Context: an optimization exercise on an open-source flow, tuned for small area. The choices shown serve that exercise and are no tape-out recipe. RTL that was checked went through simulation tests only; none was proved equivalent to the original. No functional check of the RTL was part of runs 3 and 4.

--- constraint.sdc ---
create_clock -name core_clock -period 10.0 [get_ports {clk}]
set_input_delay 2.0000 -clock core_clock [delete_from_list [all_inputs] [get_ports {clk}]]
set_output_delay 2.0000 -clock core_clock [all_outputs]
set_load 0.01 [all_outputs]
--- design.v ---
package byte_pack_fifo_hs_pkg;
    typedef enum logic {
        ST_FILL  = 1'b0,
        ST_DRAIN = 1'b1
    } state_e;
    function automatic logic lane_kept(input logic [31:0] lane, input logic [31:0] nbytes);
        lane_kept = lane < nbytes;
    endfunction
endpackage
module byte_pack_fifo_hs_shifter #(
    parameter int NBYTES     = 32,
    parameter int SH_W       = 6,
    parameter bit SHIFT_LEFT = 1'b0
) (
    input  logic [NBYTES*8-1:0] data_i,
    input  logic [SH_W-1:0]     sh_i,
    output logic [NBYTES*8-1:0] data_o
);
    logic [SH_W+2:0] sh_bits;
    assign sh_bits = {sh_i, 3'b000};
    if (SHIFT_LEFT) begin : g_left
        assign data_o = data_i << sh_bits;
    end else begin : g_right
        assign data_o = data_i >> sh_bits;
    end
endmodule
module byte_pack_fifo_hs #(
    parameter  int IN_BYTES   = 16,
    parameter  int OUT_BYTES  = 16,
    parameter  int FIFO_BYTES = 32,
    localparam int IN_W       = $clog2(IN_BYTES + 1),
    localparam int OUT_W      = $clog2(OUT_BYTES + 1),
    localparam int LVL_W      = $clog2(FIFO_BYTES + 1)
) (
    input  logic                clk,
    input  logic                rst_n,
    input  logic                sync_rst_i,
    input  logic                drain_i,
    input  logic                in_valid,
    output logic                in_ready,
    input  logic [IN_BYTES*8-1:0] in_data,
    input  logic [IN_W-1:0]     in_nbytes,
    input  logic [OUT_W-1:0]    out_req,
    output logic                out_valid,
    input  logic                out_ready,
    output logic [OUT_BYTES*8-1:0] out_data,
    output logic [OUT_W-1:0]    out_nbytes,
    output logic [LVL_W-1:0]    level_o,
    output logic                draining_o,
    output logic                err_len_o
);
    logic [5:0]   level_q, lvl_nxt;
    logic [4:0]   rd_q, wr;
    logic         drn_q, err_q;
    logic [7:0]   stor_q [32];
    logic         in_len_ok, req_ok, would_valid, in_rdy, out_vld, push, pop;
    logic [4:0]   out_n, out_nb, pop_n, push_n;
    assign in_len_ok = (in_nbytes != 5'd0) && (in_nbytes <= 5'd16);
    assign req_ok    = (out_req != 5'd0) && (out_req <= 5'd16);
    assign in_rdy    = !drn_q && (level_q <= 6'd16);
    assign would_valid = drn_q ? (level_q != 6'd0) : (level_q >= {1'b0, out_req});
    assign out_n     = (drn_q && (level_q < {1'b0, out_req})) ? level_q[4:0] : out_req;
    assign out_vld   = would_valid & req_ok;
    assign out_nb    = out_vld ? out_n : 5'd0;
    assign push      = in_valid & in_rdy & in_len_ok;
    assign pop       = out_vld & out_ready;
    assign pop_n     = pop ? out_n : 5'd0;
    assign push_n    = push ? in_nbytes : 5'd0;
    assign lvl_nxt   = level_q - {1'b0, pop_n} + {1'b0, push_n};
    assign wr        = rd_q + level_q[4:0];
    logic [127:0] in_rot;
    logic [255:0] in_rot2;
    assign in_rot2 = {in_data, in_data} << {wr[3:0], 3'b000};
    assign in_rot  = in_rot2[255:128];
    logic [15:0] therm;
    logic [63:0] we2;
    logic [31:0] we;
    for (genvar j = 0; j < 16; j++) begin : g_th
        assign therm[j] = (5'(j) < push_n);
    end
    assign we2 = {48'b0, therm} << wr;
    assign we  = we2[31:0] | we2[63:32];
    always_ff @(posedge clk) begin
        for (int s = 0; s < 32; s++)
            if (we[s]) stor_q[s] <= in_rot[(s%16)*8 +: 8];
    end
    logic [127:0] mid, out_rot;
    logic [255:0] out_rot2;
    for (genvar i = 0; i < 16; i++) begin : g_mid
        logic [4:0] d;
        assign d = 5'(i) - rd_q;
        assign mid[i*8 +: 8] = d[4] ? stor_q[i+16] : stor_q[i];
    end
    assign out_rot2 = {mid, mid} >> {rd_q[3:0], 3'b000};
    assign out_rot  = out_rot2[127:0];
    for (genvar k = 0; k < 16; k++) begin : g_out
        assign out_data[k*8 +: 8] = (5'(k) < out_nb) ? out_rot[k*8 +: 8] : 8'h00;
    end
    always_ff @(posedge clk or negedge rst_n) begin
        if (!rst_n) begin
            level_q <= '0;
            rd_q    <= '0;
            drn_q   <= 1'b0;
            err_q   <= 1'b0;
        end else if (sync_rst_i) begin
            level_q <= '0;
            rd_q    <= '0;
            drn_q   <= 1'b0;
            err_q   <= 1'b0;
        end else begin
            level_q <= lvl_nxt;
            rd_q    <= rd_q + pop_n;
            err_q   <= err_q | (in_valid & in_rdy & ~in_len_ok) | (would_valid & ~req_ok);
            if (!drn_q) drn_q <= drain_i && (lvl_nxt != 6'd0);
            else        drn_q <= (lvl_nxt != 6'd0);
        end
    end
    assign in_ready   = in_rdy;
    assign out_valid  = out_vld;
    assign out_nbytes = out_nb;
    assign level_o    = level_q;
    assign draining_o = drn_q;
    assign err_len_o  = err_q;
endmodule
--- config.mk ---
export PLATFORM = sky130hd
export DESIGN_NAME = byte_pack_fifo_hs
export DESIGN_NICKNAME = byte_pack_fifo_hs
export VERILOG_FILES = /design/flow/design.v
export SDC_FILE = /design/flow/constraint.sdc
export NUM_CORES = 4
export LEC_CHECK = 0
export ABC_AREA = 1
export CAP_MARGIN = 30
export CORE_MARGIN = 2
export CORE_UTILIZATION = 40
export SLEW_MARGIN = 40
--- run.sh ---
#!/bin/bash
# synth_recipe.tcl (not shown) runs the flow's synth.tcl, then flattens the netlist and writes it again
# the make line also repeats each setting of config.mk as NAME=value (left out here)
make -C /OpenROAD-flow-scripts/flow DESIGN_CONFIG=/design/flow/config.mk WORK_HOME=/design/flow/orfs CLKGATE_MAP_FILE= SYNTH_SCRIPT=/design/flow/synth_recipe.tcl finish
==> results.txt, run 1 <==
Final Skew: 0.01593 ns
multi-input logic area: 14830 µm²
antenna diode count: 0
number of enable-type register cells in the synthesized netlist: 256
overall routing resource usage: 31.43%
Syn Std Cell Area: 24840 µm²
post-DR vias/cell: 5.632
placed cells: 4770
final cycle utilization of the critical path: 77.06%
Mapped Nets: 4065
IO Count: 287
beginning of the critical path: out_req[3]
unrepaired setup endpoints after global routing: false
maximum number of pins on one net before global-route repair: 124
met2 Usage GRT: 49.54%
terminus of the critical flop-to-flop path: stor_q[18][2]
vias in the first global route: 23840
sequential-to-total area share from yosys stat: 32.26%
number of buffers added for setup after CTS: 0
post-route core utilization: 46.79%
grt met3 use: 6.281%
cts bufs inserted: 27
run status: complete, no violations
most used flip-flop cell after synthesis: edfxtp_1
worst slew pin tran: 0.9475 ns
depth of the worst register-to-register path: 12
category of the worst setup path launch point: input port
number of max-slew violations in the final report: 0
Antenna Nets Post-Route: 0
data arrival time of the worst path: 5.71 ns
number of DRC violations after detailed-routing iteration 0: 3785
Reg2Reg Launch Point: rd_q[0]
timing endpoint of the critical path: out_data[71]
class of the worst hold path: reg2reg
required time worst endpoint: 8.00 ns
Yosys warning total: 2
drt total wl: 102.3 mm
worst setup path category: in2out
Synth Register Bits: 269
clock tree root driver cell: clkbuf_16
maximum buffer depth of the clock tree: 3
clock-pin slew reported for the worst setup and hold paths after clock tree synthesis: 0.06 ns
global-route wire length before repair: 150.6 mm
Post-Route Setup TNS: 0 ns
final HPWL from detailed placement: 83.02 mm
count of port buffers added during placement: 286
global-route congestion overflow total: 0
die width: 253.2 µm
FF/Latch Area: 8028 µm²
layout-stage area growth over the synthesis result: 16.03%
final std cells w/o fill: 4819
cts hold-fix bufs: 0
num rows: 91
async set or reset register ratio after synthesis: 4.833%
grt peak-use layer: met2
number of resized instances in the post-cts repair step: 0
# H-tree levels: 1
worst max-slew margin expressed relative to the limit: 36.17%
total die area: 64100 µm²
placeable core region: 61600 µm²
maximum frequency from static timing analysis: 0.1298 GHz
CTS sink cnt: 269
endpoint type of the worst setup path: output port
Worst-Skew Late Latency: 0.57 ns
clock tree from TritonCTS: yes
via count: 27143
clock period minus final worst setup slack: 7.706 ns
proportion of layout cells with a drive suffix above 1: 3.566%
chip height: 253.2 µm
final net count: 4132
met1 track demand over resource: 42.64%
post-route DRC violation count: 0
DRT Pass-1 Iters: 7
filler cell count in the final layout: 6399
effective utilization at floorplan: 40.32%
WHS: 0.6210 ns
mean area per synthesized cell: 6.377 µm²
number of antenna violations at the first check in global routing: 5
global placer's final weighted congestion: 1.029
Wirelength per Cell: 21.22 µm
max cap viols: 0
critical path fanouts, max: 12
synthesized instance count: 3895
Cell variety after synth: 44
final setup violation count: 0
count of final hold-check violations: 0
-- per-layer routing --
metal  wire (µm)  up-vias  part of all wire (%)
met2       44670     1237                    44
met3        9556      167                   9.3
li1            -    13353                     -
met1       43790    12382                    43
met5          24        -                 0.023
met4        4224        4                   4.1
-- sequential cells by signal, summed over array words and instances, names as in the netlist --
signal   flops
err_q        1
stor_q     256
rd_q         5
drn_q        1
level_q      6
-- cells in the mapped netlist, drive strengths merged (15+ instances only) --
cell type	instances	area [µm²]
nand2	1290	4897
nand3	641	3223
o21ai	537	2740
nor2	273	1062
edfxtp	256	7687
inv	254	953.4
o211ai	208	1562
clkbuf	183	686.9
buf	90	411.6
or2	31	193.9
a21oi	19	110.1
ha	19	237.7
nand4	18	112.6
mux2i	15	150.1
-- placed cells by master, fill, tap and decap left out, types with 17 or more instances in the layout --
cell and instances:
o21ai_0 406, ha_1 18, nand2_1 1272, clkbuf_16 27
or2_1 24, buf_4 19, clkdlybuf4s50_1 286, nor2_1 262
nand3_1 638, nand4_1 18, edfxtp_1 256, inv_1 245
a21oi_1 17, o211ai_1 208, o21ai_1 119
-- worst min path at each step --
stage	startpoint	end	slack [ns]	cells after the start
2_1_floorplan	err_q	err_q	0.58	2
3_3_place_gp	err_q	err_q	0.58	2
3_5_place_dp	err_q	err_q	0.57	2
4_1_cts	err_q	err_q	0.61	2
5_1_grt	err_q	err_q	0.68	2
6_report	err_q	err_q	0.62	2
-- worst max-delay path: stages --
cell and delay, ns:
clkdlybuf4s50_1 0.45, inv_1 0.06, ha_1 0.31, a21o_1 0.20
a211oi_2 0.21, nand3_1 0.32, nand2_1 0.17, o21ai_2 0.10
inv_1 0.10, nand2_1 0.11, nand2_1 0.41, nand2_1 0.45
nor2_1 0.25, clkdlybuf4s50_1 0.56
-- per-stage QoR --
step	instance area [µm²]	setup WS, ns
final	28820	2.294
after global placement	27920	2.367
after floorplan	24840	4.007
after detailed placement	27940	2.317
after CTS	28800	2.298
after global routing	28820	1.907
-- final cells by class --
| cell class | count | area share (%) |
|---|---|---|
| multi-input cells | 3097 | 51.46 |
| flip-flops and latches | 269 | 27.85 |
| repair buffers | 311 | 10.66 |
| well taps | 837 | 3.634 |
| inverters | 256 | 3.395 |
| clock buffers | 35 | 2.449 |
| clock inverters | 14 | 0.5427 |
-- cell families (layout without fill, tap and decap cells) --
kind of cell | count (synthesis) | in the layout | share of synthesized area, %
buffers and inverters | 529 | 616 | 8.292
multiplexers | 22 | 22 | 0.9219
adder cells (fa/ha/maj) | 26 | 26 | 1.521
AO/OA/AOI/OAI | 778 | 778 | 18.19
XOR/XNOR | 12 | 12 | 0.4231
AND/OR/NAND/NOR | 2259 | 2259 | 38.39
flip-flops | 269 | 269 | 32.26
==> run 2, diff against run 1 <==
==> flow/run.sh (new file) <==
#!/bin/bash
# Own layout flow: the standard ORFS flow, with
#  - synthesis as standard, except that ABC maps with its area-only mapper (amap);
#    registers are mapped by Yosys before ABC runs, so they are the standard synthesis's;
#  - the port buffers made from the smallest buffer cell;
#  - clock tree synthesis without dummy loads.
set -euo pipefail
W=$(pwd)
# Copy of the ORFS scripts whose only change is the ABC area script.
rm -rf "$W/scripts_own"
cp -r "$FLOW_HOME/scripts" "$W/scripts_own"
cp "$W/flow/abc_area.script" "$W/scripts_own/abc_area.script"

bash standard.sh SCRIPTS_DIR="$W/scripts_own" synth > "$W/synth.log" 2>&1

bash standard.sh \
  BUFFER_PORTS_ARGS="-buffer_cell sky130_fd_sc_hd__buf_1" \
  CTS_ARGS="-sink_clustering_enable -repair_clock_nets -dont_use_dummy_load" \
  finish > "$W/layout.log" 2>&1
==> flow/abc_area.script (new file) <==
strash
dch
amap
topo
==> standard.sh (new file) <==
#!/bin/bash
# synth_recipe.tcl (not shown) runs the flow's synth.tcl, then flattens the netlist and writes it again
# the make line also repeats each setting of config.mk as NAME=value (left out here)
make -C /OpenROAD-flow-scripts/flow DESIGN_CONFIG=/design/flow/config.mk WORK_HOME=/design/flow/orfs CLKGATE_MAP_FILE= SYNTH_SCRIPT=/design/flow/synth_recipe.tcl "${@:-finish}"
--- a/config.mk
+++ b/config.mk
@@ -8,5 +8,6 @@
 export ABC_AREA = 1
-export CAP_MARGIN = 30
+export CAP_MARGIN = 20
 export CORE_MARGIN = 2
-export CORE_UTILIZATION = 40
-export SLEW_MARGIN = 40
+export CORE_UTILIZATION = 60
+export GPL_TIMING_DRIVEN = 0
+export SLEW_MARGIN = 20
removed: run.sh
==> run 2 against run 1 <==
Against the previous run:
- synthesized cell count down 50%
- critical path type unchanged
- core utilization up 24 points
- register-to-register slack worse by 1.3 ns
- still clean
- worst hold slack worse by 0.085 ns
- final area down 19%
==> results.txt, run 2 <==
clock tree root driver cell: clkbuf_16
register bank with the most flops: stor_q
number of antenna violations at the first check in global routing: 0
maximum frequency from static timing analysis: 0.1109 GHz
unrepaired setup endpoints after global routing: false
Cell variety after synth: 33
category of the worst setup path launch point: input port
Hold Path Stages: 2
chip height: 186.7 µm
async set or reset register ratio after synthesis: 4.833%
area share of the largest cell type after synthesis: 38.37%
# H-tree levels: 1
top post-synthesis cells by area: edfxtp_1, o22a_1, o22ai_1, nor2_1, o221a_1
depth of the worst register-to-register path: 7
via count: 20746
number of enable-type register cells in the synthesized netlist: 256
layout-stage area growth over the synthesis result: 15.90%
cts bufs inserted: 27
count of port buffers added during placement: 286
proportion of layout cells with a drive suffix above 1: 4.043%
total die area: 34870 µm²
placeable core region: 32700 µm²
vias in the first global route: 18951
drt total wl: 72.21 mm
final setup violation count: 0
Wirelength per Cell: 26.33 µm
largest registers ranked by flip-flop count: stor_q (256), level_q (6), rd_q (5)
Syn Std Cell Area: 20030 µm²
maximum number of pins on one net before global-route repair: 133
Final Skew: 0.02711 ns
most used flip-flop cell after synthesis: edfxtp_1
class of the worst hold path: reg2reg
library cell appearing most often on the critical path: clkinv_1
placed cells: 2714
Hold EP: err_q
number of buffer and inverter stages on the critical path: 5
number of DRC violations after detailed-routing iteration 0: 2643
antenna diode count: 0
die width: 186.7 µm
number of resized instances in the post-cts repair step: 0
max reg flops: 256
max cap viols: 0
top library cells by usage in the layout, fill and taps aside: o22a_1, o22ai_1, buf_1
Mapped Nets: 2127
global placer's final weighted congestion: 0.9520
ordered list of cells on the worst path: buf_1 -> clkinv_1 -> ha_1 -> nand4_1 -> o221ai_1 -> nor2_1 -> clkinv_1 -> o221ai_2 -> clkinv_1 -> nor2_2 -> nand2_1 -> nor2_1 -> nor3_1 -> buf_1
final std cells w/o fill: 2742
most common cell after layout, fill and taps aside: o22a_1
Yosys warning total: 2
Worst-Skew Late Latency: 0.54 ns
Reg2Reg Launch Point: rd_q[4]
maximum buffer depth of the clock tree: 3
DRT Pass-1 Iters: 6
worst max-slew margin expressed relative to the limit: 18.87%
cts hold-fix bufs: 0
clock-pin slew reported for the worst setup and hold paths after clock tree synthesis: 0.05 ns
overall routing resource usage: 39.70%
worst slew pin tran: 1.217 ns
final HPWL from detailed placement: 54.55 mm
final cycle utilization of the critical path: 90.18%
Post-Route Setup TNS: 0 ns
global-route congestion overflow total: 0
effective utilization at floorplan: 61.26%
required time worst endpoint: 8.00 ns
post-synth top area cell: edfxtp_1
terminus of the critical flop-to-flop path: stor_q[4][7]
number of max-slew violations in the final report: 0
hold path startpoint: err_q
most numerous cell types in the synthesized netlist: o22a_1, o22ai_1, edfxtp_1
CTS sink cnt: 269
sequential-to-total area share from yosys stat: 40.00%
clock tree from TritonCTS: yes
worst setup path category: in2out
most frequently used cell type in the post-synthesis netlist: o22a_1
Slowest Stage Delay on Critical Path: 0.90 ns
Max stage delay cell, worst path: nor2_1
count of final hold-check violations: 0
kind of cell adding the most delay to the critical path: simple AND/OR/NAND/NOR gates
Antenna Nets Post-Route: 0
filler cell count in the final layout: 2540
IO Count: 287
critical path fanouts, max: 13
synthesized instance count: 1957
final net count: 2472
Synth Register Bits: 269
endpoint type of the worst setup path: output port
mean area per synthesized cell: 10.24 µm²
data arrival time of the worst path: 7.02 ns
post-route DRC violation count: 0
post-DR vias/cell: 7.566
clock period minus final worst setup slack: 9.018 ns
run status: complete, no violations
number of buffers added for setup after CTS: 0
global-route wire length before repair: 107.6 mm
num rows: 66
-- run 2: worst max-delay path by stage --
stage | endpoint | startpoint | cells past startpoint | slack (ns)
after floorplan | stor_q[6][0] | rd_q[0] | 7 | 0.20
after global placement | stor_q[22][1] | rd_q[0] | 7 | -2.55
after detailed placement | out_data[82] | out_req[4] | 15 | 1.27
after CTS | out_data[82] | out_req[4] | 15 | 1.25
after global routing | out_data[82] | out_req[1] | 17 | 0.86
final | out_data[20] | out_req[4] | 14 | 0.98
-- run 2: cell families after synthesis --
kind of cell	share of synthesized area [%]
AO/OA/AOI/OAI	49.38
AND/OR/NAND/NOR	7.407
flip-flops	39.99
buffers and inverters	1.330
adder cells (fa/ha/maj)	1.886
-- run 2: stage by stage --
step	hold slack [ns]	cell area (µm²)	setup slack [ns]	utilization (%)
5_1_grt	0.5771	23220	0.8596	71.01
3_3_place_gp	0.5193	21690	-2.548	66.32
2_1_floorplan	0.5410	20060	0.1983	-
6_report	0.5362	23220	0.9816	71.01
3_5_place_dp	0.5212	22420	1.265	68.57
4_1_cts	0.5378	23100	1.252	70.63
-- run 2: cell type report --
type | count | area, µm² | area share, %
clock buffers | 27 | 675.6 | 2.910
flip-flops and latches | 269 | 8028 | 34.57
well taps | 442 | 553.0 | 2.382
repair buffers | 316 | 1737 | 7.479
multi-input cells | 1617 | 11920 | 51.34
inverters | 71 | 306.5 | 1.320
-- run 2: per-layer routing --
| metal | wire length [µm] | global-route usage, % | part of all wire, % |
|---|---|---|---|
| met3 | 6595 | 5.134 | 9.1 |
| met2 | 34760 | 68.70 | 48 |
| met1 | 26010 | 47.59 | 36 |
| met5 | 0 | 0 | 0 |
| met4 | 4845 | 23.20 | 6.7 |
-- run 2: worst reg2reg max path: cells and delay by family (launching register included) --
kind	cells	cell delay, ns
compound gates	3	2.38
flops	1	0.98
buf+inv	3	1.93
simple gates	1	0.13
==> run 3, diff against run 2 <==
--- a/design.v
+++ b/design.v
@@ -10,17 +10,11 @@
 module byte_pack_fifo_hs_shifter #(
-    parameter int NBYTES     = 32,
-    parameter int SH_W       = 6,
-    parameter bit SHIFT_LEFT = 1'b0
+    parameter int W = 8
 ) (
-    input  logic [NBYTES*8-1:0] data_i,
-    input  logic [SH_W-1:0]     sh_i,
-    output logic [NBYTES*8-1:0] data_o
+    input  logic [W-1:0] a,
+    input  logic [W-1:0] b,
+    input  logic         s,
+    input  logic         sn,
+    output logic [W-1:0] y
 );
-    logic [SH_W+2:0] sh_bits;
-    assign sh_bits = {sh_i, 3'b000};
-    if (SHIFT_LEFT) begin : g_left
-        assign data_o = data_i << sh_bits;
-    end else begin : g_right
-        assign data_o = data_i >> sh_bits;
-    end
+    assign y = ~((a | {W{s}}) & (b | {W{sn}}));
 endmodule
@@ -70,29 +64,56 @@
     assign wr        = rd_q + level_q[4:0];
-    logic [127:0] in_rot;
-    logic [255:0] in_rot2;
-    assign in_rot2 = {in_data, in_data} << {wr[3:0], 3'b000};
-    assign in_rot  = in_rot2[255:128];
-    logic [15:0] therm;
-    logic [63:0] we2;
+    logic [127:0] ix0, ix1, ix2, ix3, ix4;
+    assign ix0 = in_data;
+    for (genvar i = 0; i < 16; i++) begin : g_irot
+        byte_pack_fifo_hs_shifter #(.W(8)) u_s0 (.a(ix0[i*8 +: 8]), .b(ix0[((i + 15) % 16)*8 +: 8]),
+            .s(wr[0]), .sn(~wr[0]), .y(ix1[i*8 +: 8]));
+        byte_pack_fifo_hs_shifter #(.W(8)) u_s1 (.a(ix1[i*8 +: 8]), .b(ix1[((i + 14) % 16)*8 +: 8]),
+            .s(wr[1]), .sn(~wr[1]), .y(ix2[i*8 +: 8]));
+        byte_pack_fifo_hs_shifter #(.W(8)) u_s2 (.a(ix2[i*8 +: 8]), .b(ix2[((i + 12) % 16)*8 +: 8]),
+            .s(wr[2]), .sn(~wr[2]), .y(ix3[i*8 +: 8]));
+        byte_pack_fifo_hs_shifter #(.W(8)) u_s3 (.a(ix3[i*8 +: 8]), .b(ix3[((i + 8) % 16)*8 +: 8]),
+            .s(wr[3]), .sn(~wr[3]), .y(ix4[i*8 +: 8]));
+    end
+    logic [15:0] th0, th1, th2, th3, th4;
+    for (genvar d = 0; d < 16; d++) begin : g_th
+        assign th0[d] = (5'(d) < push_n);
+    end
+    byte_pack_fifo_hs_shifter #(.W(16)) u_th0 (.a(th0), .b({th0[14:0], th0[15]}),
+        .s(wr[0]), .sn(~wr[0]), .y(th1));
+    byte_pack_fifo_hs_shifter #(.W(16)) u_th1 (.a(th1), .b({th1[13:0], th1[15:14]}),
+        .s(wr[1]), .sn(~wr[1]), .y(th2));
+    byte_pack_fifo_hs_shifter #(.W(16)) u_th2 (.a(th2), .b({th2[11:0], th2[15:12]}),
+        .s(wr[2]), .sn(~wr[2]), .y(th3));
+    byte_pack_fifo_hs_shifter #(.W(16)) u_th3 (.a(th3), .b({th3[7:0], th3[15:8]}),
+        .s(wr[3]), .sn(~wr[3]), .y(th4));
     logic [31:0] we;
-    for (genvar j = 0; j < 16; j++) begin : g_th
-        assign therm[j] = (5'(j) < push_n);
+    for (genvar i = 0; i < 16; i++) begin : g_we
+        logic lo;
+        assign lo        = (4'(i) >= wr[3:0]) ^ wr[4];
+        assign we[i]     = th4[i] & lo;
+        assign we[i+16]  = th4[i] & ~lo;
     end
-    assign we2 = {48'b0, therm} << wr;
-    assign we  = we2[31:0] | we2[63:32];
     always_ff @(posedge clk) begin
         for (int s = 0; s < 32; s++)
-            if (we[s]) stor_q[s] <= in_rot[(s%16)*8 +: 8];
+            if (we[s]) stor_q[s] <= ix4[(s%16)*8 +: 8];
     end
-    logic [127:0] mid, out_rot;
-    logic [255:0] out_rot2;
-    for (genvar i = 0; i < 16; i++) begin : g_mid
-        logic [4:0] d;
-        assign d = 5'(i) - rd_q;
-        assign mid[i*8 +: 8] = d[4] ? stor_q[i+16] : stor_q[i];
+    logic [127:0] ox0, ox1, ox2, ox3, ox4;
+    for (genvar i = 0; i < 16; i++) begin : g_bank
+        logic cov;
+        assign cov = (4'(i) >= rd_q[3:0]) ^ rd_q[4];
+        byte_pack_fifo_hs_shifter #(.W(8)) u_sel (.a(stor_q[i]), .b(stor_q[i+16]),
+            .s(~cov), .sn(cov), .y(ox0[i*8 +: 8]));
     end
-    assign out_rot2 = {mid, mid} >> {rd_q[3:0], 3'b000};
-    assign out_rot  = out_rot2[127:0];
+    for (genvar k = 0; k < 16; k++) begin : g_orot
+        byte_pack_fifo_hs_shifter #(.W(8)) u_s0 (.a(ox0[k*8 +: 8]), .b(ox0[((k + 1) % 16)*8 +: 8]),
+            .s(rd_q[0]), .sn(~rd_q[0]), .y(ox1[k*8 +: 8]));
+        byte_pack_fifo_hs_shifter #(.W(8)) u_s1 (.a(ox1[k*8 +: 8]), .b(ox1[((k + 2) % 16)*8 +: 8]),
+            .s(rd_q[1]), .sn(~rd_q[1]), .y(ox2[k*8 +: 8]));
+        byte_pack_fifo_hs_shifter #(.W(8)) u_s2 (.a(ox2[k*8 +: 8]), .b(ox2[((k + 4) % 16)*8 +: 8]),
+            .s(rd_q[2]), .sn(~rd_q[2]), .y(ox3[k*8 +: 8]));
+        byte_pack_fifo_hs_shifter #(.W(8)) u_s3 (.a(ox3[k*8 +: 8]), .b(ox3[((k + 8) % 16)*8 +: 8]),
+            .s(rd_q[3]), .sn(~rd_q[3]), .y(ox4[k*8 +: 8]));
+    end
     for (genvar k = 0; k < 16; k++) begin : g_out
-        assign out_data[k*8 +: 8] = (5'(k) < out_nb) ? out_rot[k*8 +: 8] : 8'h00;
+        assign out_data[k*8 +: 8] = (5'(k) < out_nb) ? ~ox4[k*8 +: 8] : 8'h00;
     end
--- a/config.mk
+++ b/config.mk
@@ -13 +13,3 @@
 export SLEW_MARGIN = 20
+export SYNTH_HIERARCHICAL = 1
+export SYNTH_MINIMUM_KEEP_SIZE = 0
==> run 3 against run 2 <==
Against the previous run:
- die area is 10% lower
- first-iteration DRC count is 44% higher
- non-clock buffer count is 2 lower
- worst hold slack better by 0.0086 ns
- global-route usage is 2.8 points higher
- synthesized cell count is 0.41% higher
- wire length is 3.1% lower
- final area is 9.9% lower
- critical path type unchanged
==> results.txt, run 3 <==
run status: complete, no violations
proportion of layout cells with a drive suffix above 1: 3.210%
chip height: 177.2 µm
data arrival time of the worst path: 7.25 ns
Max stage delay cell, worst path: nor2_1
most common cell after layout, fill and taps aside: o22ai_1
post-route DRC violation count: 0
Cell variety after synth: 27
category of the worst setup path launch point: input port
total die area: 31380 µm²
worst setup path category: in2out
post-synth top area cell: o22ai_1
register bank with the most flops: stor_q
maximum number of pins on one net before global-route repair: 133
post-DR vias/cell: 7.963
synthesized instance count: 1965
number of resized instances in the post-cts repair step: 0
clock tree root driver cell: clkbuf_16
multi-input logic area: 9698 µm²
number of enable-type register cells in the synthesized netlist: 256
cts bufs inserted: 26
Mapped Nets: 2135
final net count: 2477
Final WS setup: 0.7522 ns
area share of the largest cell type after synthesis: 42.88%
final setup violation count: 0
placed cells: 2667
most frequently used cell type in the post-synthesis netlist: o22ai_1
largest registers ranked by flip-flop count: stor_q (256), level_q (6), rd_q (5)
clock tree from TritonCTS: yes
antenna diode count: 0
Antenna Nets Post-Route: 0
effective utilization at floorplan: 60.86%
IO Count: 287
ordered list of cells on the worst path: buf_1 -> clkinv_1 -> ha_1 -> nand4_1 -> o221ai_1 -> nor2_1 -> clkinv_1 -> o221ai_1 -> clkinv_1 -> nor2_1 -> clkinv_1 -> nor2_1 -> o21a_1 -> nor2_1 -> buf_1
critical path fanouts, max: 11
number of DRC violations after detailed-routing iteration 0: 3817
num rows: 63
class of the worst hold path: reg2reg
maximum buffer depth of the clock tree: 3
number of antenna violations at the first check in global routing: 0
endpoint type of the worst setup path: output port
Yosys warning total: 9
drt total wl: 69.95 mm
maximum frequency from static timing analysis: 0.1081 GHz
Slowest Stage Delay on Critical Path: 0.87 ns
most used flip-flop cell after synthesis: edfxtp_1
top library cells by usage in the layout, fill and taps aside: o22ai_1, buf_1, edfxtp_1
Wirelength per Cell: 25.96 µm
CTS sink cnt: 269
final cycle utilization of the critical path: 92.48%
most numerous cell types in the synthesized netlist: o22ai_1, edfxtp_1, nor2_1
final std cells w/o fill: 2695
overall routing resource usage: 42.54%
global placer's final weighted congestion: 0.9916
FF/Latch Area: 8028 µm²
unrepaired setup endpoints after global routing: false
clock period minus final worst setup slack: 9.248 ns
max reg flops: 256
vias in the first global route: 17363
async set or reset register ratio after synthesis: 4.833%
number of buffers added for setup after CTS: 0
number of max-slew violations in the final report: 0
global-route congestion overflow total: 0
worst slew pin tran: 1.159 ns
Final Skew: 0.03733 ns
mean area per synthesized cell: 9.154 µm²
# H-tree levels: 1
global-route wire length before repair: 101.8 mm
DRT Pass-1 Iters: 9
clock-pin slew reported for the worst setup and hold paths after clock tree synthesis: 0.06 ns
layout-stage area growth over the synthesis result: 16.31%
die width: 177.2 µm
post-route core utilization: 70.78%
worst max-slew margin expressed relative to the limit: 22.73%
sequential-to-total area share from yosys stat: 44.54%
Worst-Skew Late Latency: 0.55 ns
Synth Register Bits: 269
setup slack after placement: 0.9395 ns
required time worst endpoint: 8.00 ns
count of final hold-check violations: 0
placeable core region: 29560 µm²
Syn Std Cell Area: 17990 µm²
max cap viols: 0
count of port buffers added during placement: 286
via count: 21459
cts hold-fix bufs: 0
top post-synthesis cells by area: o22ai_1, edfxtp_1, nor2_1, clkinv_1, dfrtp_1
WHS: 0.5448 ns
final HPWL from detailed placement: 52.64 mm
filler cell count in the final layout: 2349
[run 3: cell count changes after synthesis, sizes merged, moves of 9 or more]
cell and delta:
nor3 -60, o22a -751, a31oi -9, clkinv +21, o221a -48, o21ai -9, or2 -9, nor2b +11
o22ai +879
[run 3: cells by family after synthesis]
family | synth area share (%)
buf+inv | 1.920
fa+ha+maj | 2.101
simple gates | 6.218
compound gates | 45.22
flops | 44.54
[run 3: worst max-delay path, delay by kind of cell]
family | cells | cell delay, ns
buf+inv | 6 | 1.43
simple gates | 5 | 2.36
compound gates | 3 | 1.12
fa+ha+maj | 1 | 0.33
[run 3: worst paths after layout]
check	startpoint	end	slack, ns	depth (start not counted)
hold reg to reg	err_q	err_q	0.54	2
max in group asynchronous	rst_n	rd_q[2]	8.01	1
setup reg to reg	rd_q[4]	stor_q[17][0]	3.75	9
hold / removal	err_q	err_q	0.54	2
min in group asynchronous	rst_n	err_q	1.49	1
setup / recovery	out_req[4]	out_data[18]	0.75	15
[run 3: layout make-up]
class	instances	area share, %
Timing Repair Buffer	314	7.995
Tap cell	390	2.332
Multi-Input combinational cell	1604	46.35
Inverter	92	1.842
Sequential cell	269	38.37
Clock buffer	26	3.110
[run 3: per-stage QoR]
step,cell area [µm²],setup TNS (ns)
6_report,20920,0
2_1_floorplan,18020,0
5_1_grt,20920,0
3_5_place_dp,20240,0
3_3_place_gp,19580,-1150.14
4_1_cts,20890,0
[run 3: metal layers]
layer	GRT usage, %	part of all wire, %	up-vias
met2	62.84	42	1905
met4	13.53	4.0	0
met1	62.92	38	9789
met3	8.677	16	259
li1	-	-	9506
met5	0	0	-
==> run 4, diff against run 3 <==
--- a/config.mk
+++ b/config.mk
@@ -8,7 +8,8 @@
 export ABC_AREA = 1
-export CAP_MARGIN = 20
+export CAP_MARGIN = 10
 export CORE_MARGIN = 2
 export CORE_UTILIZATION = 60
+export CTS_BUF_LIST = sky130_fd_sc_hd__clkbuf_4 sky130_fd_sc_hd__clkbuf_8
 export GPL_TIMING_DRIVEN = 0
-export SLEW_MARGIN = 20
+export SLEW_MARGIN = 10
 export SYNTH_HIERARCHICAL = 1
==> run 4 against run 3 <==
Against the previous run:
- non-clock buffer count decreased by 9
- synthesized area unchanged
- clock-buffer cell count stayed put
- core utilization down 0.77 points
- flip-flop and latch count unchanged
- sequential share of layout area increased by 0.42 points
- largest cell class unchanged
==> results.txt, run 4 <==
top post-synthesis cells by area: o22ai_1, edfxtp_1, nor2_1, clkinv_1, dfrtp_1
worst slew pin tran: 1.294 ns
final setup violation count: 0
main combinational cell family by area after synthesis: compound AO/OA/AOI/OAI gates
top library cells by usage in the layout, fill and taps aside: o22ai_1, buf_1, edfxtp_1
most numerous cell types in the synthesized netlist: o22ai_1, edfxtp_1, nor2_1
Cell variety after synth: 27
most frequently used cell type in the post-synthesis netlist: o22ai_1
final std cells w/o fill: 2686
critical path fanouts, max: 13
clock period minus final worst setup slack: 9.717 ns
terminus of the critical flop-to-flop path: stor_q[17][0]
num rows: 63
Compound-Gate Fraction of Synth Area: 45.22%
die width: 177.2 µm
register bank with the most flops: stor_q
effective utilization at floorplan: 60.86%
clock tree from TritonCTS: yes
Slowest Stage Delay on Critical Path: 0.93 ns
overall routing resource usage: 42.47%
number of antenna violations at the first check in global routing: 0
Antenna Nets Post-Route: 0
worst setup path category: in2out
total die area: 31380 µm²
wire length on met1: 26.99 mm
global placer's final weighted congestion: 0.9916
count of final hold-check violations: 0
number of DRC violations after detailed-routing iteration 0: 3991
number of resized instances in the post-cts repair step: 0
placed cell area: 20020 µm²
post-DR vias/cell: 7.883
category of the worst setup path launch point: input port
Wirelength per Cell: 25.94 µm
CTS sink cnt: 269
chip height: 177.2 µm
global-route wire length before repair: 101.7 mm
data arrival time of the worst path: 7.72 ns
Hold Path Stages: 2
area share of the largest cell type after synthesis: 42.88%
count of port buffers added during placement: 286
mean area per synthesized cell: 9.154 µm²
vias in the first global route: 17059
endpoint type of the worst setup path: output port
required time worst endpoint: 8.00 ns
maximum frequency from static timing analysis: 0.1029 GHz
Reg2Reg Launch Point: rd_q[4]
placeable core region: 29560 µm²
proportion of synthesized area in mux cells: 0%
Max stage delay cell, worst path: nor2_1
drt total wl: 69.69 mm
Syn Std Cell Area: 17990 µm²
Synth Register Bits: 269
via count: 21175
uppermost layer routed: met4
DRT Pass-1 Iters: 8
area share of fa/ha/maj cells after synthesis: 2.101%
sequential-to-total area share from yosys stat: 44.54%
Worst-Skew Late Latency: 0.54 ns
final cycle utilization of the critical path: 97.17%
hold path startpoint: err_q
Mapped Nets: 2135
final HPWL from detailed placement: 52.05 mm
most common cell after layout, fill and taps aside: o22ai_1
ordered list of cells on the worst path: buf_1 -> clkinv_1 -> ha_1 -> a21oi_1 -> o221ai_1 -> nor2_1 -> clkinv_1 -> o221ai_2 -> clkinv_1 -> nor2_1 -> clkinv_1 -> nor2_1 -> o21a_1 -> nor2_1 -> buf_1
depth of the worst register-to-register path: 9
proportion of layout cells with a drive suffix above 1: 2.787%
Yosys warning total: 9
unrepaired setup endpoints after global routing: false
run status: complete, no violations
routed length on met2: 29.36 mm
maximum buffer depth of the clock tree: 3
cts bufs inserted: 26
async set or reset register ratio after synthesis: 4.833%
number of enable-type register cells in the synthesized netlist: 256
final net count: 2468
clock-pin slew reported for the worst setup and hold paths after clock tree synthesis: 0.06 ns
worst max-slew margin expressed relative to the limit: 13.72%
Met3 Routed Length: 11.17 mm
IO Count: 287
layout-stage area growth over the synthesis result: 15.05%
# H-tree levels: 1
maximum number of pins on one net before global-route repair: 149
final instance area: 20700 µm²
global-route congestion overflow total: 0
placed cells: 2659
Hold EP: err_q
most used flip-flop cell after synthesis: edfxtp_1
class of the worst hold path: reg2reg
clock tree root driver cell: clkbuf_16
max reg flops: 256
cts hold-fix bufs: 0
number of max-slew violations in the final report: 0
largest registers ranked by flip-flop count: stor_q (256), level_q (6), rd_q (5)
Final Skew: 0.03962 ns
post-synthesis share of cell area spent on xor and xnor gates: 0%
post-synth top area cell: o22ai_1
antenna diode count: 0
number of buffers added for setup after CTS: 0
fraction of the mapped netlist area in simple logic gates: 6.218%
post-route DRC violation count: 0
max cap viols: 0
synthesized instance count: 1965
-- run 4: through the flow --
step                worst slack (ns)  hold WS [ns]  utilization [%]  setup TNS, ns
global route                 0.06434        0.5839            70.01              0
finish                        0.2833        0.5382            70.01              0
detailed placement            0.5392        0.5303            67.72              0
floorplan                     0.1257        0.5414                -              0
global placement              -2.328        0.4879            66.25       -1150.14
CTS                           0.5187        0.5431            69.92              0
-- run 4: cell families (layout without fill, tap and decap cells) --
kind of cell	count (synthesis)	count (layout)
buffers and inverters	92	423
and+or+nand+nor	272	272
AOI/OAI and AO/OA	1306	1306
DFF	269	269
adders and majority gates	26	26
-- run 4: layout make-up --
| type | instances | area [µm²] |
|---|---|---|
| Multi-Input combinational cell | 1604 | 9693 |
| Clock buffer | 26 | 650.6 |
| Inverter | 92 | 385.4 |
| Fill cell | 2385 | 8864 |
| Timing Repair Buffer | 305 | 1451 |
| Sequential cell | 269 | 8028 |
| Tap cell | 390 | 488.0 |
-- run 4: metal layers --
layer | vias up | track usage (%)
li1 | 9473 | -
met1 | 9670 | 63.33
met2 | 1834 | 62.45
met3 | 198 | 9.665
met4 | 0 | 11.26
met5 | - | 0
-- run 4: worst max path at each step --
stage,start,end,slack [ns],depth (start not counted)
floorplan,rd_q[1],stor_q[12][0],0.13,10
global placement,rd_q[1],stor_q[25][6],-2.33,7
detailed placement,out_req[4],out_data[18],0.54,15
CTS,out_req[4],out_data[18],0.52,15
global route,out_req[4],out_data[18],0.06,15
finish,out_req[1],out_data[18],0.28,15
-- run 4: critical path: cells and delay by family --
family	cells	cell delay (ns)
buffers and inverters	6	1.39
and+or+nand+nor	4	2.33
AOI/OAI and AO/OA	4	1.67
adders and majority gates	1	0.31
==> run 5, diff against run 4 <==
--- a/design.v
+++ b/design.v
@@ -116,4 +116,8 @@
     end
+    logic [15:0] keep;
+    logic        short_beat;
+    assign short_beat = drn_q & (level_q < {1'b0, out_req});
     for (genvar k = 0; k < 16; k++) begin : g_out
-        assign out_data[k*8 +: 8] = (5'(k) < out_nb) ? ~ox4[k*8 +: 8] : 8'h00;
+        assign keep[k] = out_vld & (short_beat ? (6'(k) < level_q) : (5'(k) < out_req));
+        assign out_data[k*8 +: 8] = keep[k] ? ~ox4[k*8 +: 8] : 8'h00;
     end
--- a/flow/run.sh
+++ b/flow/run.sh
@@ -17,3 +17,3 @@
   BUFFER_PORTS_ARGS="-buffer_cell sky130_fd_sc_hd__buf_1" \
-  CTS_ARGS="-sink_clustering_enable -repair_clock_nets -dont_use_dummy_load" \
+  CTS_ARGS="-sink_clustering_enable -repair_clock_nets -dont_use_dummy_load -buf_list {sky130_fd_sc_hd__clkbuf_4 sky130_fd_sc_hd__clkbuf_8}" \
   finish > "$W/layout.log" 2>&1
--- a/config.mk
+++ b/config.mk
@@ -11,4 +11,4 @@
 export CORE_UTILIZATION = 60
-export CTS_BUF_LIST = sky130_fd_sc_hd__clkbuf_4 sky130_fd_sc_hd__clkbuf_8
 export GPL_TIMING_DRIVEN = 0
+export SETUP_SLACK_MARGIN = 0.6
 export SLEW_MARGIN = 10
==> run 5 against run 4 <==
Against the previous run:
- non-clock buffer count is 4 lower
- wire length is 1.0% lower
- final area is 0.46% higher
- worst setup slack better by 0.61 ns
- die area is 1.0% higher
- critical path type is now reg2out
- clock skew is 0.0069 ns higher
- first-iteration DRC count is 16% lower
- critical endpoint is now out_data[125]
==> results.txt, run 5 <==
count of port buffers added during placement: 286
most used flip-flop cell after synthesis: edfxtp_1
WHS: 0.5212 ns
Cell variety after synth: 31
unrepaired setup endpoints after global routing: false
IO Count: 287
proportion of layout cells with a drive suffix above 1: 3.074%
register bank with the most flops: stor_q
async set or reset register ratio after synthesis: 4.833%
largest registers ranked by flip-flop count: stor_q (256), level_q (6), rd_q (5)
clock period minus final worst setup slack: 9.108 ns
chip height: 178.1 µm
number of max-slew violations in the final report: 0
top post-synthesis cells by area: o22ai_1, edfxtp_1, nor2_1, clkinv_1, dfrtp_1
run status: complete, no violations
total die area: 31710 µm²
overall routing resource usage: 41.26%
Syn Std Cell Area: 18180 µm²
endpoint type of the worst setup path: output port
global placer's final weighted congestion: 1.023
final setup violation count: 0
Final Skew: 0.04651 ns
clock tree from TritonCTS: yes
global-route wire length before repair: 99.48 mm
data arrival time of the worst path: 7.11 ns
vias in the first global route: 17123
area share of the largest cell type after synthesis: 42.36%
ordered list of cells on the worst path: buf_16 -> clkinv_4 -> nor2_1 -> o22ai_1 -> o22ai_1 -> clkinv_1 -> o22ai_1 -> o22ai_1 -> o22ai_1 -> o22ai_1 -> o22ai_1 -> nor2_1 -> buf_1
# H-tree levels: 2
number of antenna violations at the first check in global routing: 0
drt total wl: 68.96 mm
Worst-Skew Late Latency: 0.53 ns
mean area per synthesized cell: 9.086 µm²
Mapped Nets: 2171
number of DRC violations after detailed-routing iteration 0: 3347
clock tree root driver cell: clkbuf_8
final instance area: 20790 µm²
post-DR vias/cell: 7.793
cts bufs inserted: 40
number of enable-type register cells in the synthesized netlist: 256
clock-pin slew reported for the worst setup and hold paths after clock tree synthesis: 0.05 ns
most frequently used cell type in the post-synthesis netlist: o22ai_1
effective utilization at floorplan: 61.18%
layout-stage area growth over the synthesis result: 14.36%
Synth Register Bits: 269
class of the worst hold path: reg2reg
post-synth top area cell: o22ai_1
via count: 21291
Yosys warning total: 9
Slowest Stage Delay on Critical Path: 1.19 ns
Antenna Nets Post-Route: 0
maximum buffer depth of the clock tree: 3
final cycle utilization of the critical path: 91.08%
placed cell area: 20150 µm²
maximum number of pins on one net before global-route repair: 149
top library cells by usage in the layout, fill and taps aside: o22ai_1, buf_1, edfxtp_1
Post-Route Setup TNS: 0 ns
final net count: 2514
Wirelength per Cell: 25.24 µm
worst slew pin tran: 1.357 ns
critical path fanouts, max: 133
synthesized instance count: 2001
CTS sink cnt: 269
library cell appearing most often on the critical path: o22ai_1
final HPWL from detailed placement: 52.03 mm
most numerous cell types in the synthesized netlist: o22ai_1, edfxtp_1, nor2_1
max cap viols: 0
worst max-slew margin expressed relative to the limit: 9.552%
antenna diode count: 0
maximum frequency from static timing analysis: 0.1098 GHz
required time worst endpoint: 8.00 ns
most common cell after layout, fill and taps aside: o22ai_1
count of final hold-check violations: 0
category of the worst setup path launch point: flop
max reg flops: 256
num rows: 63
die width: 178.1 µm
global-route congestion overflow total: 0
post-route core utilization: 69.96%
worst setup path category: reg2out
cts hold-fix bufs: 0
post-route DRC violation count: 0
sequential-to-total area share from yosys stat: 44.07%
placeable core region: 29720 µm²
Max stage delay cell, worst path: o22ai_1
DRT Pass-1 Iters: 9
[run 5: changes by cell type after synthesis, moves of 3 or more]
| cell | before | now |
|---|---|---|
| a21oi_1 | 33 | 36 |
| o221ai_1 | 4 | 8 |
| nor2_1 | 207 | 220 |
| o211ai_1 | 0 | 4 |
| o21ai_0 | 20 | 17 |
| nor3_1 | 8 | 11 |
| clkinv_1 | 92 | 98 |
[run 5: worst paths after layout]
kind / startpoint / endpoint / slack (ns) / cells after the start
max: rd_q[3] / out_data[125] / 0.89 / 13
min in group asynchronous: rst_n / level_q[4] / 1.50 / 1
min: err_q / err_q / 0.52 / 2
max reg2reg: rd_q[4] / stor_q[6][7] / 3.57 / 9
max in group asynchronous: rst_n / rd_q[1] / 7.96 / 1
min reg2reg: err_q / err_q / 0.52 / 2
[run 5: per-stage QoR]
stage | worst slack (ns) | instances
after floorplan | 0.6546 | 2001
after global placement | -2.035 | 2677
after detailed placement | 1.234 | 2689
after CTS | 0.6127 | 2729
after global routing | 0.7137 | 2732
final | 0.8916 | 2732
[run 5: what timing repair did]
item / in CTS / in global routing
setup buffers: 0 / 0
gates resized for setup: 1 / 0
setup endpoints to repair: 1 / 0
[run 5: kinds of logic after synthesis]
group | Yosys count | share of synthesized area (%)
simple gates | 291 | 6.586
flops | 269 | 44.07
buf+inv | 98 | 2.023
fa+ha+maj | 26 | 2.078
compound gates | 1317 | 45.24
[run 5: layer usage]
metal	vias up	routed length (µm)	GRT usage, %
li1	9637	-	-
met5	-	0	0
met4	0	1831	11.78
met1	9710	26840	60.94
met2	1784	29010	60.11
met3	160	11280	10.49
[run 5: final cells by class]
| type | instances | area [µm²] |
|---|---|---|
| multi-input combinational | 1634 | 9853 |
| fill | 2440 | 8926 |
| sequential | 269 | 8028 |
| timing repair buffer | 301 | 1464 |
| clock buffer | 40 | 550.5 |
| tap | 390 | 488.0 |
| inverter | 98 | 407.9 |
[run 5: worst max-delay path: cells and delay by family (launching register included)]
kind                   cells  cell delay, ns
and+or+nand+nor            2            0.50
DFF                        1            0.70
AOI/OAI and AO/OA          7            3.31
buffers and inverters      4            1.99
==> run 6, diff against run 5 <==
--- a/design.v
+++ b/design.v
@@ -76,14 +76,14 @@
     end
-    logic [15:0] th0, th1, th2, th3, th4;
+    logic [15:0] thn0, th1, thn2, th3, thn4;
     for (genvar d = 0; d < 16; d++) begin : g_th
-        assign th0[d] = (5'(d) < push_n);
+        assign thn0[d] = (5'(d) >= push_n);
     end
-    byte_pack_fifo_hs_shifter #(.W(16)) u_th0 (.a(th0), .b({th0[14:0], th0[15]}),
+    byte_pack_fifo_hs_shifter #(.W(16)) u_th0 (.a(thn0), .b({thn0[14:0], thn0[15]}),
         .s(wr[0]), .sn(~wr[0]), .y(th1));
     byte_pack_fifo_hs_shifter #(.W(16)) u_th1 (.a(th1), .b({th1[13:0], th1[15:14]}),
-        .s(wr[1]), .sn(~wr[1]), .y(th2));
-    byte_pack_fifo_hs_shifter #(.W(16)) u_th2 (.a(th2), .b({th2[11:0], th2[15:12]}),
+        .s(wr[1]), .sn(~wr[1]), .y(thn2));
+    byte_pack_fifo_hs_shifter #(.W(16)) u_th2 (.a(thn2), .b({thn2[11:0], thn2[15:12]}),
         .s(wr[2]), .sn(~wr[2]), .y(th3));
     byte_pack_fifo_hs_shifter #(.W(16)) u_th3 (.a(th3), .b({th3[7:0], th3[15:8]}),
-        .s(wr[3]), .sn(~wr[3]), .y(th4));
+        .s(wr[3]), .sn(~wr[3]), .y(thn4));
     logic [31:0] we;
@@ -92,4 +92,4 @@
         assign lo        = (4'(i) >= wr[3:0]) ^ wr[4];
-        assign we[i]     = th4[i] & lo;
-        assign we[i+16]  = th4[i] & ~lo;
+        assign we[i]     = ~(thn4[i] | ~lo);
+        assign we[i+16]  = ~(thn4[i] | lo);
     end
@@ -116,8 +116,4 @@
     end
-    logic [15:0] keep;
-    logic        short_beat;
-    assign short_beat = drn_q & (level_q < {1'b0, out_req});
     for (genvar k = 0; k < 16; k++) begin : g_out
-        assign keep[k] = out_vld & (short_beat ? (6'(k) < level_q) : (5'(k) < out_req));
-        assign out_data[k*8 +: 8] = keep[k] ? ~ox4[k*8 +: 8] : 8'h00;
+        assign out_data[k*8 +: 8] = (5'(k) < out_nb) ? ~ox4[k*8 +: 8] : 8'h00;
     end
--- a/flow/run.sh
+++ b/flow/run.sh
@@ -17,3 +17,3 @@
   BUFFER_PORTS_ARGS="-buffer_cell sky130_fd_sc_hd__buf_1" \
-  CTS_ARGS="-sink_clustering_enable -repair_clock_nets -dont_use_dummy_load -buf_list {sky130_fd_sc_hd__clkbuf_4 sky130_fd_sc_hd__clkbuf_8}" \
+  CTS_ARGS="-sink_clustering_enable -repair_clock_nets -dont_use_dummy_load -buf_list {sky130_fd_sc_hd__clkbuf_4 sky130_fd_sc_hd__clkbuf_8} -sink_clustering_size 16 -sink_clustering_max_diameter 50" \
   finish > "$W/layout.log" 2>&1
==> run 6 against run 5 <==
Against the previous run:
- die area shrank 1.4%
- final area fell by 2.2%
- critical path type unchanged
- critical endpoint is now out_data[45]
- highest routed layer unchanged
==> results.txt, run 6 <==
run status: complete, no violations
number of max-slew violations in the final report: 0
final cycle utilization of the critical path: 92.00%
# H-tree levels: 1
final HPWL from detailed placement: 51.13 mm
placed cells: 2640
cts hold-fix bufs: 0
chip height: 176.9 µm
maximum buffer depth of the clock tree: 3
clock tree from TritonCTS: yes
worst max-slew margin expressed relative to the limit: 11.10%
synthesized instance count: 1948
die width: 176.9 µm
max reg flops: 256
number of enable-type register cells in the synthesized netlist: 256
required time worst endpoint: 8.00 ns
Worst-Skew Late Latency: 0.58 ns
total die area: 31280 µm²
top library cells by usage in the layout, fill and taps aside: o22ai_1, buf_1, edfxtp_1
critical path fanouts, max: 30
effective utilization at floorplan: 60.65%
clock tree root driver cell: clkbuf_8
Synth Register Bits: 269
clock period minus final worst setup slack: 9.200 ns
most numerous cell types in the synthesized netlist: o22ai_1, edfxtp_1, nor2_1
kind of cell adding the most delay to the critical path: compound AO/OA/AOI/OAI gates
largest registers ranked by flip-flop count: stor_q (256), level_q (6), rd_q (5)
met1 track demand over resource: 61.74%
register bank with the most flops: stor_q
worst slew pin tran: 1.331 ns
cts bufs inserted: 23
placed cell area: 19900 µm²
worst setup path category: reg2out
count of port buffers added during placement: 286
category of the worst setup path launch point: flop
Wirelength per Cell: 25.44 µm
area share of the largest cell type after synthesis: 43.06%
most used flip-flop cell after synthesis: edfxtp_1
async set or reset register ratio after synthesis: 4.833%
post-synth top area cell: o22ai_1
Cell variety after synth: 30
grt peak-use layer: met1
final std cells w/o fill: 2667
Final Skew: 0.06965 ns
post-route DRC violation count: 0
library cell appearing most often on the critical path: o22ai_1
placeable core region: 29560 µm²
met2 Usage GRT: 59.86%
Mapped Nets: 2118
grt met3 use: 8.441%
num rows: 63
count of final hold-check violations: 0
number of antenna violations at the first check in global routing: 0
ordered list of cells on the worst path: clkinv_1 -> o22ai_1 -> clkinv_1 -> o22ai_1 -> clkinv_1 -> o22ai_1 -> o22ai_1 -> o22ai_1 -> o22ai_1 -> o22ai_1 -> nor2_1 -> buf_1
Yosys warning total: 9
vias in the first global route: 16878
CTS sink cnt: 269
most common cell after layout, fill and taps aside: o22ai_1
class of the worst hold path: reg2reg
global placer's final weighted congestion: 0.9702
Max stage delay cell, worst path: o22ai_1
filler cell count in the final layout: 2466
Post-Route Setup TNS: 0 ns
Antenna Nets Post-Route: 0
Syn Std Cell Area: 17930 µm²
max cap viols: 0
final setup violation count: 0
post-route core utilization: 68.82%
DRT Pass-1 Iters: 6
post-DR vias/cell: 7.798
final instance area: 20340 µm²
number of DRC violations after detailed-routing iteration 0: 3669
Slowest Stage Delay on Critical Path: 1.05 ns
WHS: 0.5441 ns
top post-synthesis cells by area: o22ai_1, edfxtp_1, nor2_1, dfrtp_1, clkinv_1
via count: 20798
antenna diode count: 0
layout-stage area growth over the synthesis result: 13.46%
endpoint type of the worst setup path: output port
number of buffer and inverter stages on the critical path: 4
overall routing resource usage: 41.04%
clock-pin slew reported for the worst setup and hold paths after clock tree synthesis: 0.09 ns
drt total wl: 67.84 mm
mean area per synthesized cell: 9.204 µm²
unrepaired setup endpoints after global routing: false
global-route wire length before repair: 98.21 mm
most frequently used cell type in the post-synthesis netlist: o22ai_1
global-route congestion overflow total: 0
maximum number of pins on one net before global-route repair: 146
sequential-to-total area share from yosys stat: 44.69%
final net count: 2449
data arrival time of the worst path: 7.20 ns
maximum frequency from static timing analysis: 0.1087 GHz
proportion of layout cells with a drive suffix above 1: 2.899%
IO Count: 287
## run 6: stage by stage
step	worst slack, ns
floorplan	0.6203
global placement	-2.052
detailed placement	0.06472
CTS	0.7385
global route	0.6936
finish	0.8001
## run 6: logic make-up (layout without fill, tap and decap cells)
| group | after synthesis | after routing | share of synthesized area [%] |
|---|---|---|---|
| AND/OR/NAND/NOR | 269 | 269 | 6.176 |
| AO/OA/AOI/OAI | 1304 | 1304 | 45.35 |
| adder cells (fa/ha/maj) | 26 | 26 | 2.108 |
| buffers and inverters | 80 | 409 | 1.675 |
| flip-flops | 269 | 269 | 44.69 |
## run 6: area by class of cell
class	instances	area, µm²	area share (%)
Multi-Input combinational cell	1599	9691	47.64
Sequential cell	269	8028	39.46
Timing Repair Buffer	306	1479	7.270
Tap cell	390	488.0	2.399
Inverter	80	340.3	1.673
Clock buffer	23	316.6	1.556
## run 6: layer usage
metal	up-vias	part of all wire [%]
met2	1738	42
met4	0	3.0
met1	9466	38
met5	-	0
li1	9436	-
met3	158	17
## run 6: worst reg2reg max path: stages, from the launching register on
cell,delay (ns)
dfrtp_1,0.81
clkinv_1,0.98
o22ai_1,0.60
nor2_1,0.07
a21oi_1,0.61
clkinv_1,0.50
o22ai_1,1.00
nand2_1,0.11
o21ai_0,0.13
nor2b_1,1.07
## run 6: final timing paths
check,startpoint,end,slack (ns),cells after the start
max,rd_q[4],out_data[45],0.80,12
min,err_q,err_q,0.54,2
max reg2reg,rd_q[4],stor_q[1][3],3.74,9
min reg2reg,err_q,err_q,0.54,2
max in group asynchronous,rst_n,rd_q[3],8.02,1
min in group asynchronous,rst_n,err_q,1.48,1
## run 6: what timing repair did
item	CTS	global route
setup endpoints to repair	16	16
gates resized for setup	2	3
setup buffers	0	0
==> run 7, diff against run 6 <==
--- a/config.mk
+++ b/config.mk
@@ -10,3 +10,3 @@
 export CORE_MARGIN = 2
-export CORE_UTILIZATION = 60
+export CORE_UTILIZATION = 70
 export GPL_TIMING_DRIVEN = 0
==> run 7 against run 6 <==
Against the previous run:
- worst setup slack got worse by 0.15 ns
- largest cell class unchanged
- still clean on timing, DRC and antenna
- die area decreased by 14%
==> results.txt, run 7 <==
max cap viols: 0
Max stage delay cell, worst path: o22ai_1
vias in the first global route: 17466
data arrival time of the worst path: 7.35 ns
maximum buffer depth of the clock tree: 3
final setup violation count: 0
Hold Path Stages: 2
run status: complete, no violations
DRT Pass-1 Iters: 11
Worst-Skew Late Latency: 0.54 ns
count of port buffers added during placement: 286
global-route congestion overflow total: 0
synthesized instance count: 1948
overall routing resource usage: 48.31%
Slowest Stage Delay on Critical Path: 1.04 ns
post-DR vias/cell: 8.342
num rows: 58
post-route core utilization: 80.33%
post-route DRC violation count: 0
maximum frequency from static timing analysis: 0.1069 GHz
layout-stage area growth over the synthesis result: 12.83%
library cell appearing most often on the critical path: o22ai_1
clock tree from TritonCTS: yes
critical path fanouts, max: 30
Cell variety after synth: 30
unrepaired setup endpoints after global routing: false
number of enable-type register cells in the synthesized netlist: 256
die width: 164.0 µm
worst max-slew margin expressed relative to the limit: 19.65%
Final Skew: 0.02736 ns
ordered list of cells on the worst path: clkinvlp_4 -> o22ai_1 -> clkinv_1 -> o22ai_1 -> clkinv_1 -> o22ai_1 -> o22ai_1 -> o22ai_1 -> o22ai_1 -> o22ai_1 -> nor2_1 -> buf_1
number of max-slew violations in the final report: 0
top library cells by usage in the layout, fill and taps aside: o22ai_1, buf_1, edfxtp_1
Mapped Nets: 2118
Yosys warning total: 9
sequential-to-total area share from yosys stat: 44.69%
IO Count: 287
via count: 21715
placeable core region: 25180 µm²
Antenna Nets Post-Route: 0
most used flip-flop cell after synthesis: edfxtp_1
total die area: 26910 µm²
global placer's final weighted congestion: 1.007
clock period minus final worst setup slack: 9.351 ns
global-route wire length before repair: 98.55 mm
depth of the worst register-to-register path: 10
number of antenna violations at the first check in global routing: 2
count of final hold-check violations: 0
maximum number of pins on one net before global-route repair: 146
required time worst endpoint: 8.00 ns
final HPWL from detailed placement: 50.29 mm
clock-pin slew reported for the worst setup and hold paths after clock tree synthesis: 0.09 ns
Wirelength per Cell: 26.41 µm
largest registers ranked by flip-flop count: stor_q (256), level_q (6), rd_q (5)
register bank with the most flops: stor_q
most common cell after layout, fill and taps aside: o22ai_1
proportion of layout cells with a drive suffix above 1: 2.772%
Syn Std Cell Area: 17930 µm²
area share of the largest cell type after synthesis: 43.06%
effective utilization at floorplan: 71.20%
max reg flops: 256
Post-Route Setup TNS: 0 ns
drt total wl: 68.75 mm
worst slew pin tran: 1.205 ns
top post-synthesis cells by area: o22ai_1, edfxtp_1, nor2_1, dfrtp_1, clkinv_1
chip height: 164.0 µm
antenna diode count: 0
Synth Register Bits: 269
# H-tree levels: 1
final net count: 2445
CTS sink cnt: 269
most numerous cell types in the synthesized netlist: o22ai_1, edfxtp_1, nor2_1
async set or reset register ratio after synthesis: 4.833%
final cycle utilization of the critical path: 93.51%
cts bufs inserted: 21
category of the worst setup path launch point: flop
mean area per synthesized cell: 9.204 µm²
number of DRC violations after detailed-routing iteration 0: 4848
worst setup path category: reg2out
post-synth top area cell: o22ai_1
clock tree root driver cell: clkbuf_8
endpoint type of the worst setup path: output port
class of the worst hold path: reg2reg
most frequently used cell type in the post-synthesis netlist: o22ai_1
==> run 7: timing repair <==
action                     in CTS  in global routing
setup buffers                   0                  0
setup endpoints to repair      16                 63
pin swaps                       0                  0
gates resized for setup         1                  4
hold buffers                    0                  0
==> run 7: layout make-up <==
type	count	area, µm²
Multi-Input combinational cell	1599	9689
Inverter	80	344.1
Timing Repair Buffer	304	1466
Fill cell	1636	4952
Sequential cell	269	8028
Clock buffer	21	289.0
Tap cell	330	412.9
==> run 7: layer usage <==
layer / GRT usage [%] / share of wire [%] / up-vias
met4: 19.94 / 5.7 / 0
li1: - / - / 9419
met5: 0 / 0 / -
met3: 16.67 / 19 / 429
met1: 66.24 / 34 / 9580
met2: 70.63 / 41 / 2287
==> run 7: kinds of logic (layout without fill, tap and decap cells) <==
group	Yosys count	after routing	share of synthesized area [%]
AO/OA/AOI/OAI	1304	1304	45.35
adder cells (fa/ha/maj)	26	26	2.108
buffers and inverters	80	405	1.675
flip-flops	269	269	44.69
AND/OR/NAND/NOR	269	269	6.176
==> run 7: per-stage QoR <==
step | area (µm²) | std cells | hold slack [ns] | worst slack [ns]
5_1_grt | 20230 | 2603 | 0.6087 | 0.6376
3_5_place_dp | 19790 | 2576 | 0.5435 | 0.2417
3_3_place_gp | 19460 | 2564 | 0.5322 | -1.850
6_report | 20230 | 2603 | 0.5713 | 0.6490
4_1_cts | 20090 | 2597 | 0.5572 | 0.6175
2_1_floorplan | 17970 | 1948 | 0.5410 | 0.6203
==> run 7: final timing paths <==
check | from | endpoint | slack [ns]
worst min-delay path | err_q | err_q | 0.57
worst max register to register | rd_q[0] | stor_q[30][3] | 4.05
min in group asynchronous | rst_n | level_q[4] | 1.46
max in group asynchronous | rst_n | rd_q[2] | 8.04
worst min register to register | err_q | err_q | 0.57
worst max-delay path | rd_q[4] | out_data[53] | 0.65
==> run 7: worst max-delay path: cells and delay by family, from the launching register on <==
family                 cells  cell delay, ns
AOI/OAI and AO/OA          7            3.49
buffers and inverters      4            2.25
and+or+nand+nor            1            0.12
DFF                        1            0.91

-- static timing again, ports no longer ideal --
How much do the figures lean on ideal ports? The routed layouts below were timed once more, with nothing changed but the port constraints. Step 1: set_driving_cell puts a clkbuf_16 on clk and a buf_2 on each other input, an assumption about the parent block. Step 2 also shifts input and output timing later by t, the mid clock arrival at the registers, as if the neighbouring blocks saw the same clock. Three values: ideal, step 1, step 2; two values: the first two.
run | shift t [ns] | setup WS [ns] | latest minus earliest clock arrival (ns) | worst data-port slew with drivers (ns)
run 1 | 0.615 | 2.294 / 2.251 / 2.251 | 0.021 / 0.021 | 0.07
run 2 | 0.582 | 0.982 / 0.960 / 0.960 | 0.032 / 0.032 | 0.04
run 3 | 0.575 | 0.752 / 0.730 / 0.730 | 0.048 / 0.047 | 0.05
run 4 | 0.567 | 0.283 / 0.259 / 0.259 | 0.052 / 0.052 | 0.04
run 5 | 0.559 | 0.892 / 0.839 / 1.399 | 0.053 / 0.053 | 0.04
run 6 | 0.572 | 0.800 / 0.754 / 0.904 | 0.111 / 0.110 | 0.04
run 7 | 0.583 | 0.649 / 0.603 / 0.747 | 0.039 / 0.039 | 0.04
After both steps setup and hold are still met in every run listed. For run 1, which loses most, drivers alone change the setup slack by -0.043 ns; drivers and shift together by -0.043 ns.
